Background: an optimization exercise with open tools, aiming at small area, a short achievable clock period and few clock cycles per item. Do not read the settings as production practice.
In this exercise RTL edits were held to simulation tests only and were not proved equivalent to the original.
Power is estimated from default activity; no workload was simulated.

<file path="flow/config.mk">
export PLATFORM = sky130hd
export DESIGN_NAME = ring_buffer_deque
export DESIGN_NICKNAME = ring_buffer_deque
export VERILOG_FILES = /design/flow/design.v
export SDC_FILE = /design/flow/constraint.sdc
export NUM_CORES = 4
export LEC_CHECK = 0
export CAP_MARGIN = 20
export CORE_MARGIN = 2
export CORE_UTILIZATION = 50
export SLEW_MARGIN = 20
</file>
<file path="flow/constraint.sdc">
create_clock -name core_clock -period 7.0 [get_ports {clk}]
set_input_delay 1.4000 -clock core_clock [delete_from_list [all_inputs] [get_ports {clk}]]
set_output_delay 1.4000 -clock core_clock [all_outputs]
set_load 0.01 [all_outputs]
</file>
<file path="flow/design.v">
package rbd_pkg;
	localparam int DEPTH      = 64;
	localparam int DATA_WIDTH = 32;
	localparam int SLOT_W = $clog2(DEPTH);
	localparam int CNT_W  = $clog2(DEPTH + 1);
	localparam int SUM_W  = CNT_W + 1;
	localparam int CMD_W   = 3;
	localparam int FIELD_W = 32;
	localparam int RIDX_W  = 6;
	localparam int TOTAL_W = 7;
	localparam int STAT_W  = 2;
	localparam logic [CMD_W-1:0] CMD_PUSH_BACK  = 3'd0;
	localparam logic [CMD_W-1:0] CMD_PUSH_FRONT = 3'd1;
	localparam logic [CMD_W-1:0] CMD_POP_BACK   = 3'd2;
	localparam logic [CMD_W-1:0] CMD_POP_FRONT  = 3'd3;
	localparam logic [CMD_W-1:0] CMD_READ       = 3'd4;
	localparam logic [CMD_W-1:0] CMD_CLEAR      = 3'd5;
	localparam logic [STAT_W-1:0] STAT_OK        = 2'd0;
	localparam logic [STAT_W-1:0] STAT_FULL      = 2'd1;
	localparam logic [STAT_W-1:0] STAT_EMPTY     = 2'd2;
	localparam logic [STAT_W-1:0] STAT_OUT_RANGE = 2'd3;
	typedef struct packed {
		logic [CMD_W-1:0]          cmd;
		logic signed [FIELD_W-1:0] data_in;
		logic [RIDX_W-1:0]         read_index;
	} rbd_req_t;
	typedef struct packed {
		logic signed [FIELD_W-1:0] read_value;
		logic signed [FIELD_W-1:0] front_value;
		logic signed [FIELD_W-1:0] back_value;
		logic [TOTAL_W-1:0]        entry_total;
		logic                      is_empty;
		logic [STAT_W-1:0]         status;
	} rbd_rsp_t;
	typedef struct packed {
		logic                  we;
		logic [SLOT_W-1:0]     waddr;
		logic [DATA_WIDTH-1:0] wdata;
		logic                  re;
		logic [SLOT_W-1:0]     raddr;
	} rbd_mem_t;
endpackage
import rbd_pkg::*;
module ring_buffer_deque (
	input  logic         clk,
	input  logic         arst_n,
	input  logic         req_valid,
	output logic         req_stall,
	input  logic [40:0]  req,
	output logic         rsp_valid,
	input  logic         rsp_stall,
	output logic [105:0] rsp
);
	logic                  we_b, we_f;
	logic [SLOT_W-1:0]     tail, head;
	logic [DATA_WIDTH-1:0] wdata;
	logic [SLOT_W-1:0]     r_slot, x_slot;
	logic                  r_ok, x_ok;
	logic [DATA_WIDTH-1:0] r_data, x_data;
	logic                  d0_ne, d0_fm, d0_bm;
	logic                  d0_v, drain;
	logic [TOTAL_W-1:0]    d0_cnt;
	logic [STAT_W-1:0]     d0_st;
	logic                  rsp_v;
	logic [105:0]          rsp_q;
	rbd_ctrl u_ctrl (
		.clk       (clk),
		.arst_n    (arst_n),
		.req_valid (req_valid),
		.req_stall (req_stall),
		.req       (req),
		.rsp_stall (rsp_stall),
		.we_b      (we_b),
		.we_f      (we_f),
		.tail      (tail),
		.head      (head),
		.wdata     (wdata),
		.r_slot    (r_slot),
		.r_ok      (r_ok),
		.x_slot    (x_slot),
		.x_ok      (x_ok),
		.d0_ne     (d0_ne),
		.d0_fm     (d0_fm),
		.d0_bm     (d0_bm),
		.d0_v      (d0_v),
		.drain     (drain),
		.d0_cnt    (d0_cnt),
		.d0_st     (d0_st),
		.rsp_v     (rsp_v)
	);
	rbd_store u_store (
		.clk    (clk),
		.we_b   (we_b),
		.we_f   (we_f),
		.tail   (tail),
		.head   (head),
		.wdata  (wdata),
		.r_slot (r_slot),
		.r_ok   (r_ok),
		.x_slot (x_slot),
		.x_ok   (x_ok),
		.r_data (r_data),
		.x_data (x_data)
	);
	always_ff @(posedge clk or negedge arst_n) begin
		if (!arst_n) begin
			rsp_v <= 1'b0;
		end else begin
			rsp_v <= drain || (rsp_v && rsp_stall);
		end
	end
	always_ff @(posedge clk) begin
		if (drain) begin
			rsp_q[105:74] <= r_data;
			rsp_q[9:0]    <= {d0_cnt, !d0_ne, d0_st};
		end
		if (drain && d0_fm) begin
			rsp_q[73:42] <= x_data;
		end
		if (drain && d0_bm) begin
			rsp_q[41:10] <= x_data;
		end
	end
	assign rsp_valid = rsp_v;
	assign rsp       = rsp_q;
endmodule
import rbd_pkg::*;
module rbd_ctrl (
	input  logic                  clk,
	input  logic                  arst_n,
	input  logic                  req_valid,
	output logic                  req_stall,
	input  logic [40:0]           req,
	input  logic                  rsp_stall,
	output logic                  we_b,
	output logic                  we_f,
	output logic [SLOT_W-1:0]     tail,
	output logic [SLOT_W-1:0]     head,
	output logic [DATA_WIDTH-1:0] wdata,
	output logic [SLOT_W-1:0]     r_slot,
	output logic                  r_ok,
	output logic [SLOT_W-1:0]     x_slot,
	output logic                  x_ok,
	output logic                  d0_ne,
	output logic                  d0_fm,
	output logic                  d0_bm,
	output logic                  d0_v,
	output logic                  drain,
	output logic [TOTAL_W-1:0]    d0_cnt,
	output logic [STAT_W-1:0]     d0_st,
	input  logic                  rsp_v
);
	logic [CMD_W-1:0]      cmd;
	logic [RIDX_W-1:0]     ridx;
	logic [SLOT_W-1:0]     head_q;
	logic [SLOT_W-1:0]     tail_q;
	logic [CNT_W-1:0]      cnt_q;
	logic                  empty_q, full_q;
	logic                  t_v;
	logic [SLOT_W-1:0]     t_rs, t_xs;
	logic                  t_rok, t_fm, t_bm;
	logic [STAT_W-1:0]     t_st;
	logic [SLOT_W-1:0]     d0_rs, d0_xs;
	logic                  d0_rok;
	assign cmd   = req[40:38];
	assign ridx  = req[5:0];
	assign wdata = req[37:6];
	logic accept;
	assign req_stall = t_v;
	assign accept    = req_valid && !t_v;
	assign drain     = d0_v && (!rsp_v || !rsp_stall);
	logic c_pb, c_pf, c_popb, c_popf, c_rd, c_clr;
	assign c_pb   = (cmd == CMD_PUSH_BACK);
	assign c_pf   = (cmd == CMD_PUSH_FRONT);
	assign c_popb = (cmd == CMD_POP_BACK);
	assign c_popf = (cmd == CMD_POP_FRONT);
	assign c_rd   = (cmd == CMD_READ);
	assign c_clr  = (cmd == CMD_CLEAR);
	logic pb_ok, pf_ok, popb_ok, popf_ok, inc, dec;
	assign pb_ok   = c_pb && !full_q;
	assign pf_ok   = c_pf && !full_q;
	assign popb_ok = c_popb && !empty_q;
	assign popf_ok = c_popf && !empty_q;
	assign inc     = pb_ok || pf_ok;
	assign dec     = popb_ok || popf_ok;
	logic [SLOT_W-1:0] head_m1, head_p1, tail_m1, tail_p1, tail_m2;
	logic [CNT_W-1:0]  cnt_m1, cnt_p1;
	logic              cnt_is1, cnt_is63;
	assign head_m1  = head_q - 1'b1;
	assign head_p1  = head_q + 1'b1;
	assign tail_m1  = tail_q - 1'b1;
	assign tail_p1  = tail_q + 1'b1;
	assign tail_m2  = tail_q - 2'd2;
	assign cnt_m1   = cnt_q - 1'b1;
	assign cnt_p1   = cnt_q + 1'b1;
	assign cnt_is1  = (cnt_q == CNT_W'(1));
	assign cnt_is63 = (cnt_q == CNT_W'(DEPTH - 1));
	logic [SLOT_W-1:0] rs_0, rs_m, rs_p;
	logic              lt_0, lt_p, lt_m;
	assign rs_0 = head_q + ridx;
	assign rs_m = head_m1 + ridx;
	assign rs_p = head_p1 + ridx;
	assign lt_0 = (CNT_W'(ridx) < cnt_q);
	assign lt_p = (CNT_W'(ridx) <= cnt_q);
	assign lt_m = (CNT_W'(ridx) + 1'b1 < cnt_q);
	logic s_pf, s_popf, s_clr, s_hd;
	assign s_pf   = pf_ok;
	assign s_popf = popf_ok;
	assign s_clr  = c_clr;
	assign s_hd   = !(pf_ok || popf_ok || c_clr);
	logic s_pb, s_popb, s_tl;
	assign s_pb   = pb_ok;
	assign s_popb = popb_ok;
	assign s_tl   = !(pb_ok || popb_ok || c_clr);
	logic s_inc, s_dec, s_same;
	assign s_inc  = inc;
	assign s_dec  = dec;
	assign s_same = !(inc || dec || c_clr);
	logic [SLOT_W-1:0] head_n, tail_n, rs_n, bs_n;
	logic [CNT_W-1:0]  cnt_n;
	logic              empty_n, full_n, rok_n;
	logic [STAT_W-1:0] st_n;
	assign head_n = ({SLOT_W{s_hd}}   & head_q)
	              | ({SLOT_W{s_pf}}   & head_m1)
	              | ({SLOT_W{s_popf}} & head_p1);
	assign rs_n   = ({SLOT_W{s_hd}}   & rs_0)
	              | ({SLOT_W{s_pf}}   & rs_m)
	              | ({SLOT_W{s_popf}} & rs_p)
	              | ({SLOT_W{s_clr}}  & ridx);
	assign tail_n = ({SLOT_W{s_tl}}   & tail_q)
	              | ({SLOT_W{s_pb}}   & tail_p1)
	              | ({SLOT_W{s_popb}} & tail_m1);
	assign bs_n   = ({SLOT_W{s_tl}}   & tail_m1)
	              | ({SLOT_W{s_pb}}   & tail_q)
	              | ({SLOT_W{s_popb}} & tail_m2)
	              | ({SLOT_W{s_clr}}  & SLOT_W'(DEPTH - 1));
	assign cnt_n  = ({CNT_W{s_same}}  & cnt_q)
	              | ({CNT_W{s_inc}}   & cnt_p1)
	              | ({CNT_W{s_dec}}   & cnt_m1);
	assign empty_n = (s_same && empty_q) || (s_dec && cnt_is1) || s_clr;
	assign full_n  = (s_same && full_q) || (s_inc && cnt_is63);
	assign rok_n   = (s_same && lt_0) || (s_inc && lt_p) || (s_dec && lt_m);
	logic fm_n, bm_n;
	logic [SLOT_W-1:0] xs_n;
	assign fm_n = pf_ok || popf_ok || (pb_ok && empty_q) || empty_n;
	assign bm_n = pb_ok || popb_ok || (pf_ok && empty_q) || empty_n;
	assign xs_n = (c_pf || c_popf) ? head_n : bs_n;
	always_comb begin
		st_n = STAT_OK;
		if ((c_pb || c_pf) && full_q) st_n = STAT_FULL;
		if ((c_popb || c_popf) && empty_q) st_n = STAT_EMPTY;
		if (c_rd && !lt_0) st_n = STAT_OUT_RANGE;
	end
	assign we_b = accept && pb_ok;
	assign we_f = accept && pf_ok;
	assign tail = tail_q;
	assign head = head_q;
	logic d0_new, d0_top, t_set;
	assign d0_new = accept && (!d0_v || drain);
	assign d0_top = !accept && drain && t_v;
	assign t_set  = accept && d0_v && !drain;
	always_ff @(posedge clk or negedge arst_n) begin
		if (!arst_n) begin
			head_q  <= '0;
			tail_q  <= '0;
			cnt_q   <= '0;
			empty_q <= 1'b1;
			full_q  <= 1'b0;
			t_v     <= 1'b0;
			d0_v    <= 1'b0;
		end else begin
			if (accept) begin
				head_q  <= head_n;
				tail_q  <= tail_n;
				cnt_q   <= cnt_n;
				empty_q <= empty_n;
				full_q  <= full_n;
			end
			if (t_set) t_v <= 1'b1;
			else if (d0_top) t_v <= 1'b0;
			if (d0_new || d0_top) d0_v <= 1'b1;
			else if (drain) d0_v <= 1'b0;
		end
	end
	always_ff @(posedge clk) begin
		if (accept) begin
			t_rs  <= rs_n;
			t_rok <= rok_n;
			t_st  <= st_n;
			t_xs  <= xs_n;
			t_fm  <= fm_n;
			t_bm  <= bm_n;
		end
		if (d0_new) begin
			d0_rs  <= rs_n;
			d0_xs  <= xs_n;
			d0_fm  <= fm_n;
			d0_bm  <= bm_n;
			d0_rok <= rok_n;
			d0_ne  <= !empty_n;
			d0_cnt <= cnt_n;
			d0_st  <= st_n;
		end else if (d0_top) begin
			d0_rs  <= t_rs;
			d0_xs  <= t_xs;
			d0_fm  <= t_fm;
			d0_bm  <= t_bm;
			d0_rok <= t_rok;
			d0_ne  <= !empty_q;
			d0_cnt <= cnt_q;
			d0_st  <= t_st;
		end
	end
	assign r_slot = d0_rs;
	assign r_ok   = d0_rok;
	assign x_slot = d0_xs;
	assign x_ok   = d0_ne;
endmodule
import rbd_pkg::*;
module rbd_store (
	input  logic                  clk,
	input  logic                  we_b,
	input  logic                  we_f,
	input  logic [SLOT_W-1:0]     tail,
	input  logic [SLOT_W-1:0]     head,
	input  logic [DATA_WIDTH-1:0] wdata,
	input  logic [SLOT_W-1:0]     r_slot,
	input  logic                  r_ok,
	input  logic [SLOT_W-1:0]     x_slot,
	input  logic                  x_ok,
	output logic [DATA_WIDTH-1:0] r_data,
	output logic [DATA_WIDTH-1:0] x_data
);
	logic [DATA_WIDTH-1:0] ram_q [DEPTH];
	logic [7:0] t_hi, t_lo, h_hi, h_lo;
	logic [DEPTH-1:0] wsel;
	always_comb begin
		for (int j = 0; j < 8; j++) begin
			t_hi[j] = (tail[5:3] == 3'(j));
			t_lo[j] = (tail[2:0] == 3'(j));
			h_hi[j] = (head[5:3] == 3'(j));
			h_lo[j] = (head[2:0] == 3'(j));
		end
		for (int i = 0; i < DEPTH; i++) begin
			wsel[i] = (we_b && t_hi[i / 8] && t_lo[i % 8]) ||
			          (we_f && h_hi[((i + 1) % DEPTH) / 8] && h_lo[(i + 1) % 8]);
		end
	end
	always_ff @(posedge clk) begin
		for (int i = 0; i < DEPTH; i++) begin
			if (wsel[i]) begin
				ram_q[i] <= wdata;
			end
		end
	end
	logic [DATA_WIDTH-1:0] r_m [2 * DEPTH - 1];
	logic [DATA_WIDTH-1:0] x_m [2 * DEPTH - 1];
	always_comb begin
		for (int i = 0; i < DEPTH; i++) begin
			r_m[i] = ram_q[i];
			x_m[i] = ram_q[i];
		end
		for (int l = 0; l < SLOT_W; l++) begin
			for (int i = 0; i < (DEPTH >> (l + 1)); i++) begin
				r_m[2 * DEPTH - (DEPTH >> l) + i] =
					r_slot[l] ? r_m[2 * DEPTH - 2 * (DEPTH >> l) + 2 * i + 1]
					          : r_m[2 * DEPTH - 2 * (DEPTH >> l) + 2 * i];
				x_m[2 * DEPTH - (DEPTH >> l) + i] =
					x_slot[l] ? x_m[2 * DEPTH - 2 * (DEPTH >> l) + 2 * i + 1]
					          : x_m[2 * DEPTH - 2 * (DEPTH >> l) + 2 * i];
			end
		end
	end
	assign r_data = r_ok ? r_m[2 * DEPTH - 2] : '0;
	assign x_data = x_ok ? x_m[2 * DEPTH - 2] : '0;
endmodule
</file>
<file path="flow/flow/run.sh">
#!/bin/bash
# Standard ORFS layout, with timing repair aimed below the clock period only
# after placement (clock tree and global route stages). Each step's full
# output goes to a log file of its own in the work folder.
set -euo pipefail
MARGIN=$(cat flow/margin.txt)
bash standard.sh synth > log_synth.txt 2>&1
bash standard.sh floorplan > log_floorplan.txt 2>&1
bash standard.sh place > log_place.txt 2>&1
SETUP_SLACK_MARGIN=$MARGIN bash standard.sh cts > log_cts.txt 2>&1
SETUP_SLACK_MARGIN=$MARGIN bash standard.sh route > log_route.txt 2>&1
bash standard.sh finish > log_finish.txt 2>&1
</file>
<file path="flow/flow/margin.txt">
3.9
</file>
<file path="flow/standard.sh">
#!/bin/bash
# synth_recipe.tcl (not shown) runs the flow's synth.tcl, then flattens the netlist and writes it again
# the make line also repeats each setting of config.mk as NAME=value (left out here)
make -C /OpenROAD-flow-scripts/flow DESIGN_CONFIG=/design/flow/config.mk WORK_HOME=/design/flow/orfs CLKGATE_MAP_FILE= SYNTH_SCRIPT=/design/flow/synth_recipe.tcl "${@:-finish}"
</file>
==> results of run 1 <==
-- per-layer routing --
layer / vias up / GRT usage, % / part of all wire (%)
li1: 23500 / - / -
met1: 33300 / 47.5 / 37
met2: 4412 / 52.5 / 46
met3: 716 / 7.29 / 11
met4: 6 / 15.6 / 5.2
met5: - / 0 / 0.0098
-- cells in the mapped netlist (36+ instances only) --
cell type                     n  area [um^2]
sky130_fd_sc_hd__a211oi_1    76          571
sky130_fd_sc_hd__a21oi_1    131          656
sky130_fd_sc_hd__a22oi_1     56          420
sky130_fd_sc_hd__buf_2      118          591
sky130_fd_sc_hd__buf_4       76          571
sky130_fd_sc_hd__buf_6       36          405
sky130_fd_sc_hd__clkbuf_1   114          428
sky130_fd_sc_hd__edfxtp_1  2196        65900
sky130_fd_sc_hd__ha_1        47          588
sky130_fd_sc_hd__mux2_2      44          495
sky130_fd_sc_hd__mux2i_1    268         2680
sky130_fd_sc_hd__mux4_2    1086        24500
sky130_fd_sc_hd__nand2_1    133          499
sky130_fd_sc_hd__nand3_1     42          210
sky130_fd_sc_hd__nor2_1      79          297
sky130_fd_sc_hd__nor2b_1     78          488
sky130_fd_sc_hd__o21ai_0     60          300
sky130_fd_sc_hd__o22ai_1    109          682
-- final timing paths --
kind / endpoint / slack (ns) / cells past startpoint
max: rsp_q[31] / 3.74 / 7
min reg2reg: rsp_q[7] / 0.43 / 0
min in group asynchronous: u_ctrl.head_q[0] / 0.90 / 2
max reg2reg: rsp_q[31] / 3.74 / 7
min: rsp_q[7] / 0.43 / 0
max in group asynchronous: u_ctrl.empty_q / 5.78 / 2
-- metrics by stage --
step / cell area [um^2] / utilization, % / instances / worst slack (ns) / total power, mW
after global placement: 109000 / 52.9 / 7874 / 1.25 / 36.3
final: 122000 / 59.0 / 8514 / 3.74 / 51.6
after CTS: 120000 / 58.3 / 8429 / 3.77 / 50.5
after global routing: 122000 / 59.0 / 8507 / 3.83 / 52.7
after detailed placement: 109000 / 52.9 / 7876 / 1.15 / 36.3
after floorplan: 104000 / - / 5171 / 2.22 / 28.1
-- sequential cells by signal, summed over array words and instances (netlist names), 6 cells and up --
| register | count |
|---|---|
| u_ctrl.cnt_q | 7 |
| u_ctrl.d0_xs | 6 |
| u_ctrl.t_rs | 6 |
| u_ctrl.d0_rs | 6 |
| u_ctrl.head_q | 6 |
| u_ctrl.tail_q | 6 |
| u_store.ram_q | 2048 |
| u_ctrl.t_xs | 6 |
| u_ctrl.d0_cnt | 7 |
| rsp_q | 106 |
-- logic make-up (layout without fill, tap and decap cells) --
kind of cell,Yosys count,after routing
mux,1400,1400
buf+inv,412,1040
other cells,0,8
fa+ha+maj,50,50
simple gates,452,452
xor+xnor,27,27
compound gates,610,613
flops,2220,2220
-- power groups by stage --
stage / registers, mW / logic, mW / clock network, mW
2_1_floorplan: 16.0 / 12.1 / 0
3_3_place_gp: 16.1 / 20.2 / 0
3_5_place_dp: 16.1 / 20.2 / 0
4_1_cts: 15.8 / 22.3 / 12.4
5_1_grt: 15.8 / 23.9 / 12.9
6_report: 15.8 / 23.5 / 12.3
-- final cells by class --
type,instances,area (um^2),area share [%]
Sequential cell,2220,66500,54.5
Clock buffer,280,5990,4.91
Antenna cell,8,20.0,0.0164
Multi-Input combinational cell,2542,36900,30.2
Clock inverter,150,1490,1.22
Inverter,33,134,0.110
Timing Repair Buffer,577,7560,6.20
Tap cell,2704,3380,2.77
-- timing repair --
item                       4_1_cts  5_1_grt
pin swaps                       49       29
setup buffers                   85       51
resized for setup              515      115
setup endpoints to repair     2305     1951
cloned                          38       25
==> flow_summary.ini, run 1 <==
[worst_setup_path]
timing_worst_setup_path_type = reg2reg
cp_top_family = simple AND/OR/NAND/NOR gates
critical_path.n_buffers_inverters = 2
path_max_fanout = 36
worst-endpoint-arrival_ns = 3.90
path_cells = buf_6 > nand2_2 > nor2_2 > a22oi_1 > o211ai_1 > a221oi_2 > buf_4
worstReg2RegStart = u_ctrl.d0_xs[3]
cp-end-kind = flop
worst_path_largest_cell_delay_ns = 0.55
critical_path.slowest_cell = sky130_fd_sc_hd__edfxtp_1
crit_start = u_ctrl.d0_xs[3]
setup.worst_path.start_class = flop
critPathRequiredTime_ns = 7.64

[grt]
grt_first_pass_wirelength_mm = 494
gr-usage-all-layers_pct = 34.2
antenna_found_initial = 13
grt_start_max_net_pins = 90
globalRouteOverflowTotal = 0
number_of_global_route_vias_before_repair = 59700

[finish]
area_growth_syn_to_layout_pct = 17.7
finalNetCount = 5698
share_of_final_layout_standard_cells_stronger_than_drive_strength_1_pct = 37.6
layout.cells.most_common = sky130_fd_sc_hd__edfxtp_1
num-fill-cells = 14900
layout.cells.most_common_list = sky130_fd_sc_hd__edfxtp_1 (2196), sky130_fd_sc_hd__mux4_2 (1086), sky130_fd_sc_hd__clkbuf_16 (253)

[floorplan]
start_util_pct = 50.2
core_area_um2 = 207000
die_h_um = 459
die_area_um2 = 211000
placement_rows = 167
ios = 153
fp.dieW_um = 459

[synth]
cell_area_after_synthesis_um2 = 104000
yosys.cell_types.count = 79
number_of_cells_produced_by_synthesis = 5171
synth-xor-area-share_pct = 0.228
syn_area_per_cell_um2 = 20.0
yosys_register_bits = 2220
synth.mux.area_fraction_pct = 26.7
synth_area_in_compound_gates_pct = 3.91
synth_edf_count = 2196
adder_and_majority_gate_portion_of_the_synthesized_area_pct = 0.625
ys_warn_count = 6
combinational_family_with_the_most_area_after_synthesis = multiplexers
ys_async_sr_fraction_pct = 1.08
postSynthNetCount = 5266
basic_gate_share_of_the_synthesized_area_counting_and_or_nand_and_nor_cells_pct = 2.15
synth_sequential_area_ratio_pct = 64.2
synth_flop_cell = sky130_fd_sc_hd__edfxtp_1

[routing]
detailedRoute.firstIterationViolations = 10300
vias_per_cell = 7.27
via_count = 61900
drt-pass1-iter-count = 6
route.final.wire_length_mm = 367
wl_per_cell_um = 43.1
remaining_design_rule_violation_count = 0
antenna_violating_nets_post_route = 0

[outcome]
outcome = complete, no violations

[timing]
whs_ns = 0.427
rsz0062_at_grt = true
finalMaxSlewViolations = 0
fin_setup_tns_ns = 0
timing_worst_slew_pin_value_ns = 1.20
achievable-frequency_mhz = 307
slew-limit-headroom_pct = 19.8
finalClockSkew_ns = 0.0239
period_needed_ns = 3.26
final-setup-viol-count = 0
timing.final.crit_share_pct = 46.5
report.final.hold_viol_count = 0

[run]
max-cap-violations = 0

[power]
internal_power_mw = 31.9
vdd_drop_max_uv = 548
p_sw_share_pct = 38.2
total_switching_power_mw = 19.7
register_share_of_total_power_pct = 30.6
power_density_nw_per_um2 = 423
clock_power_share_pct = 23.9
share_comb_of_total_power_pct = 45.5
leakage_nw = 39.1

[place]
globalplace.congestion = 0.917
numPortBuffers = 152
detailed_place_hpwl_mm = 215

[clock_network]
cts_root_buffer = sky130_fd_sc_hd__clkbuf_16
ctsLongestPathBuffers = 3
cts_tree = done
insertion_delay_ns = 0.90
clkSlewWorstSetupHoldPaths_ns = 0.06
tritoncts_buffer_count = 229
htree_num_levels = 4
postCtsHoldBufs = 0
number_of_sinks_on_the_clock_net = 2220

[hold_path]
worst_hold_path_type = reg2reg
timing.hold.worst.start = u_ctrl.d0_cnt[4]
Testbench counts, summed over its fixed seeds: cycles 12,016, items 12,000.
==> run 2: changes to the inputs <==
--- a/flow/config.mk
+++ b/flow/config.mk
@@ -7,5 +7,5 @@
 export LEC_CHECK = 0
 export CAP_MARGIN = 20
 export CORE_MARGIN = 2
-export CORE_UTILIZATION = 50
+export CORE_UTILIZATION = 60
 export SLEW_MARGIN = 20
==> run 2 against run 1 <==
  * Still clean
  * Combinational power down 2%
  * Synthesized area unchanged
  * Register-to-register slack worse by 0.05 ns
  * Fmax down 1.6%
  * Sequential cell count unchanged
==> flow_summary.ini, run 2 <==
[clock_network]
tritoncts_buffer_count = 225
insertion_delay_ns = 0.89
htree_num_levels = 4
ctsLongestPathBuffers = 3
cts_tree = done
postCtsHoldBufs = 0
number_of_sinks_on_the_clock_net = 2220
clkSlewWorstSetupHoldPaths_ns = 0.06
cts_root_buffer = sky130_fd_sc_hd__clkbuf_16

[timing]
timing.final.crit_share_pct = 47.3
report.final.hold_viol_count = 0
period_needed_ns = 3.31
final-setup-viol-count = 0
finalClockSkew_ns = 0.0464
final.setup.worst_slack_ns = 3.69
fin_setup_tns_ns = 0
rsz0062_at_grt = true
achievable-frequency_mhz = 302
finalMaxSlewViolations = 0
slew-limit-headroom_pct = 22.9
timing_worst_slew_pin_value_ns = 1.15

[place]
postPlaceCellArea_um2 = 109000
detailed_place_hpwl_mm = 202
placed_cells = 7493
globalplace.congestion = 0.919
numPortBuffers = 152
dpl_worst_slack_ns = 1.30

[synth]
number_of_cells_produced_by_synthesis = 5171
synth_commonest_cells = sky130_fd_sc_hd__edfxtp_1 (2196), sky130_fd_sc_hd__mux4_2 (1086), sky130_fd_sc_hd__mux2i_1 (268)
synth_flop_cell = sky130_fd_sc_hd__edfxtp_1
synth_area_leaders = sky130_fd_sc_hd__edfxtp_1 (64%), sky130_fd_sc_hd__mux4_2 (24%), sky130_fd_sc_hd__mux2i_1 (2.6%)
synth_area_in_compound_gates_pct = 3.91
postSynthNetCount = 5266
synth_largest_type_area_fraction_pct = 63.6
yosys.cell_types.count = 79
cell_area_after_synthesis_um2 = 104000
synth_top_cell_by_area = sky130_fd_sc_hd__edfxtp_1
synth-xor-area-share_pct = 0.228
synth_sequential_area_ratio_pct = 64.2
synth_edf_count = 2196
basic_gate_share_of_the_synthesized_area_counting_and_or_nand_and_nor_cells_pct = 2.15
yosys_register_bits = 2220
adder_and_majority_gate_portion_of_the_synthesized_area_pct = 0.625
ys_warn_count = 6
post-synth-top-count-cell = sky130_fd_sc_hd__edfxtp_1
ys_async_sr_fraction_pct = 1.08
combinational_family_with_the_most_area_after_synthesis = multiplexers
synth.mux.area_fraction_pct = 26.7
syn_area_per_cell_um2 = 20.0

[hold_path]
worst_hold_path_type = reg2reg

[grt]
gr-usage-all-layers_pct = 40.5
grt_start_max_net_pins = 98
antenna_found_initial = 22
grt_first_pass_wirelength_mm = 485
number_of_global_route_vias_before_repair = 60500
globalRouteOverflowTotal = 0

[finish]
layout.cells.most_common = sky130_fd_sc_hd__edfxtp_1
layout.cells.most_common_list = sky130_fd_sc_hd__edfxtp_1 (2196), sky130_fd_sc_hd__mux4_2 (1086), sky130_fd_sc_hd__buf_4 (276)
share_of_final_layout_standard_cells_stronger_than_drive_strength_1_pct = 39.3
area_growth_syn_to_layout_pct = 19.0
reg_top3 = u_store.ram_q (2048), rsp_q (106)
largest_register_ff_count = 2048
layout.cell_area.non_filler_um2 = 123000
finalNetCount = 5800
final-instance-count-excl-fill = 8219
top_register = u_store.ram_q

[floorplan]
die_area_um2 = 176000
ios = 153
die_h_um = 420
start_util_pct = 60.4
placement_rows = 152
core_area_um2 = 172000
fp.dieW_um = 420

[routing]
via_count = 63400
remaining_design_rule_violation_count = 0
detailedRoute.firstIterationViolations = 10700
drt-pass1-iter-count = 7
wl_per_cell_um = 43.4
route.final.wire_length_mm = 357
vias_per_cell = 7.71
antenna_violating_nets_post_route = 0

[worst_setup_path]
critical_path.slowest_cell = sky130_fd_sc_hd__o211ai_1
critPathRequiredTime_ns = 7.56
crit_top_cell = sky130_fd_sc_hd__buf_4
worst-endpoint-arrival_ns = 3.88
path_cells = buf_4 > buf_12 > buf_4 > buf_6 > mux4_2 > mux2i_1 > a21oi_1 > o211ai_1 > nand2_1
path_max_fanout = 32
worst_path_largest_cell_delay_ns = 0.93
cp-end-kind = flop
setup.worst_path.start_class = flop
timing_worst_setup_path_type = reg2reg

[power]
leakage_nw = 40.0
power_density_nw_per_um2 = 418
total_power_mw = 51.5
vdd_drop_max_uv = 362

[run]
max-cap-violations = 0

[outcome]
outcome = complete, no violations
run 2: cell counts after synthesis:
No cell type changed its count.
run 2: area by class of cell:
| type | instances | area (um^2) |
|---|---|---|
| diodes | 8 | 20.0 |
| flip-flops and latches | 2220 | 66500 |
| multi-input cells | 2539 | 37100 |
| clock inverters | 160 | 1870 |
| inverters | 33 | 141 |
| well taps | 2310 | 2890 |
| fillers | 10300 | 48200 |
| repair buffers | 686 | 8860 |
| clock buffers | 263 | 5840 |
run 2: power by group:
group	internal, mW	total (mW)	switching [mW]	leakage [nW]
Clock	7.42	12.7	5.25	3.75
Sequential	15.4	15.8	0.374	20.1
Combinational	9.72	23.0	13.3	16.2
run 2: cell families after synthesis:
| logic type | Yosys count |
|---|---|
| AOI/OAI and AO/OA | 610 |
| xor gates and xnor gates | 27 |
| adders and majority gates | 50 |
| buffers and inverters | 412 |
| DFF | 2220 |
| muxes | 1400 |
| and+or+nand+nor | 452 |
run 2: per-layer routing:
metal	share of wire, %	GRT usage, %	wire length [um]	vias up
met3	14	10.7	48200	896
met2	46	60.8	164000	5298
met5	0.034	0	122	-
met4	6.1	20.1	21700	18
met1	35	55.8	123000	33500
li1	-	-	-	23700
run 2: path summary, 6_finish.rpt:
| check | slack [ns] | to | cells after the start | startpoint |
|---|---|---|---|---|
| setup / recovery | 3.69 | rsp_q[89] | 9 | u_ctrl.d0_rs[2] |
| hold / removal | 0.42 | rsp_q[6] | 0 | u_ctrl.d0_cnt[3] |
| setup reg to reg | 3.69 | rsp_q[89] | 9 | u_ctrl.d0_rs[2] |
| hold reg to reg | 0.42 | rsp_q[6] | 0 | u_ctrl.d0_cnt[3] |
| max in group asynchronous | 5.75 | u_ctrl.empty_q | 2 | arst_n |
| min in group asynchronous | 0.89 | u_ctrl.head_q[3] | 2 | arst_n |
run 2: critical path: cells and delay by family, from the launching register on:
kind / cells / cell delay [ns]
AOI/OAI and AO/OA: 2 / 1.05
buffers and inverters: 4 / 0.87
muxes: 2 / 0.54
DFF: 1 / 0.33
and+or+nand+nor: 1 / 0.20
run 2: metrics by stage:
stage / hold WS (ns) / util [%]
finish: 0.419 / 71.9
global route: 0.432 / 71.9
CTS: 0.419 / 70.8
detailed placement: 0.405 / 63.5
global placement: 0.405 / 63.5
floorplan: 0.400 / -
run 2: what timing repair did:
| item | CTS | global route |
|---|---|---|
| setup buffers | 156 | 77 |
| pin swaps | 62 | 48 |
| hold endpoints to repair | 0 | 0 |
| endpoints found under the setup margin | 2284 | 1248 |
| resized for setup | 596 | 140 |
| gates cloned | 43 | 19 |

re-timing with driven ports:
The results above use ideal ports. As a check the final layouts listed here were re-extracted and re-timed, cells and wires unchanged. Step 1 (the two cells are an assumption about what drives the block):
set clk [get_ports {clk}]
set_driving_cell -lib_cell sky130_fd_sc_hd__clkbuf_16 $clk
set_driving_cell -lib_cell sky130_fd_sc_hd__buf_2 [delete_from_list [all_inputs] $clk]
Step 2 also shifts input and output timing later by t, the mid clock arrival at the registers, as if the neighbouring blocks saw the same clock. a / b / c = ideal / step 1 / step 2; a / b = the first two.
| run | t (ns) | slack for setup (ns) | worst setup path after step 2 |
|---|---|---|---|
| run 1 | 0.978 | 3.743 / 3.743 / 2.951 | input to register |
| run 2 | 0.965 | 3.690 / 3.690 / 3.031 | input to register |
After both steps setup and hold are still met in every run listed. The setup slack of run 1, which loses most, moves by 0.000 ns with the drivers and by -0.792 ns with both steps.
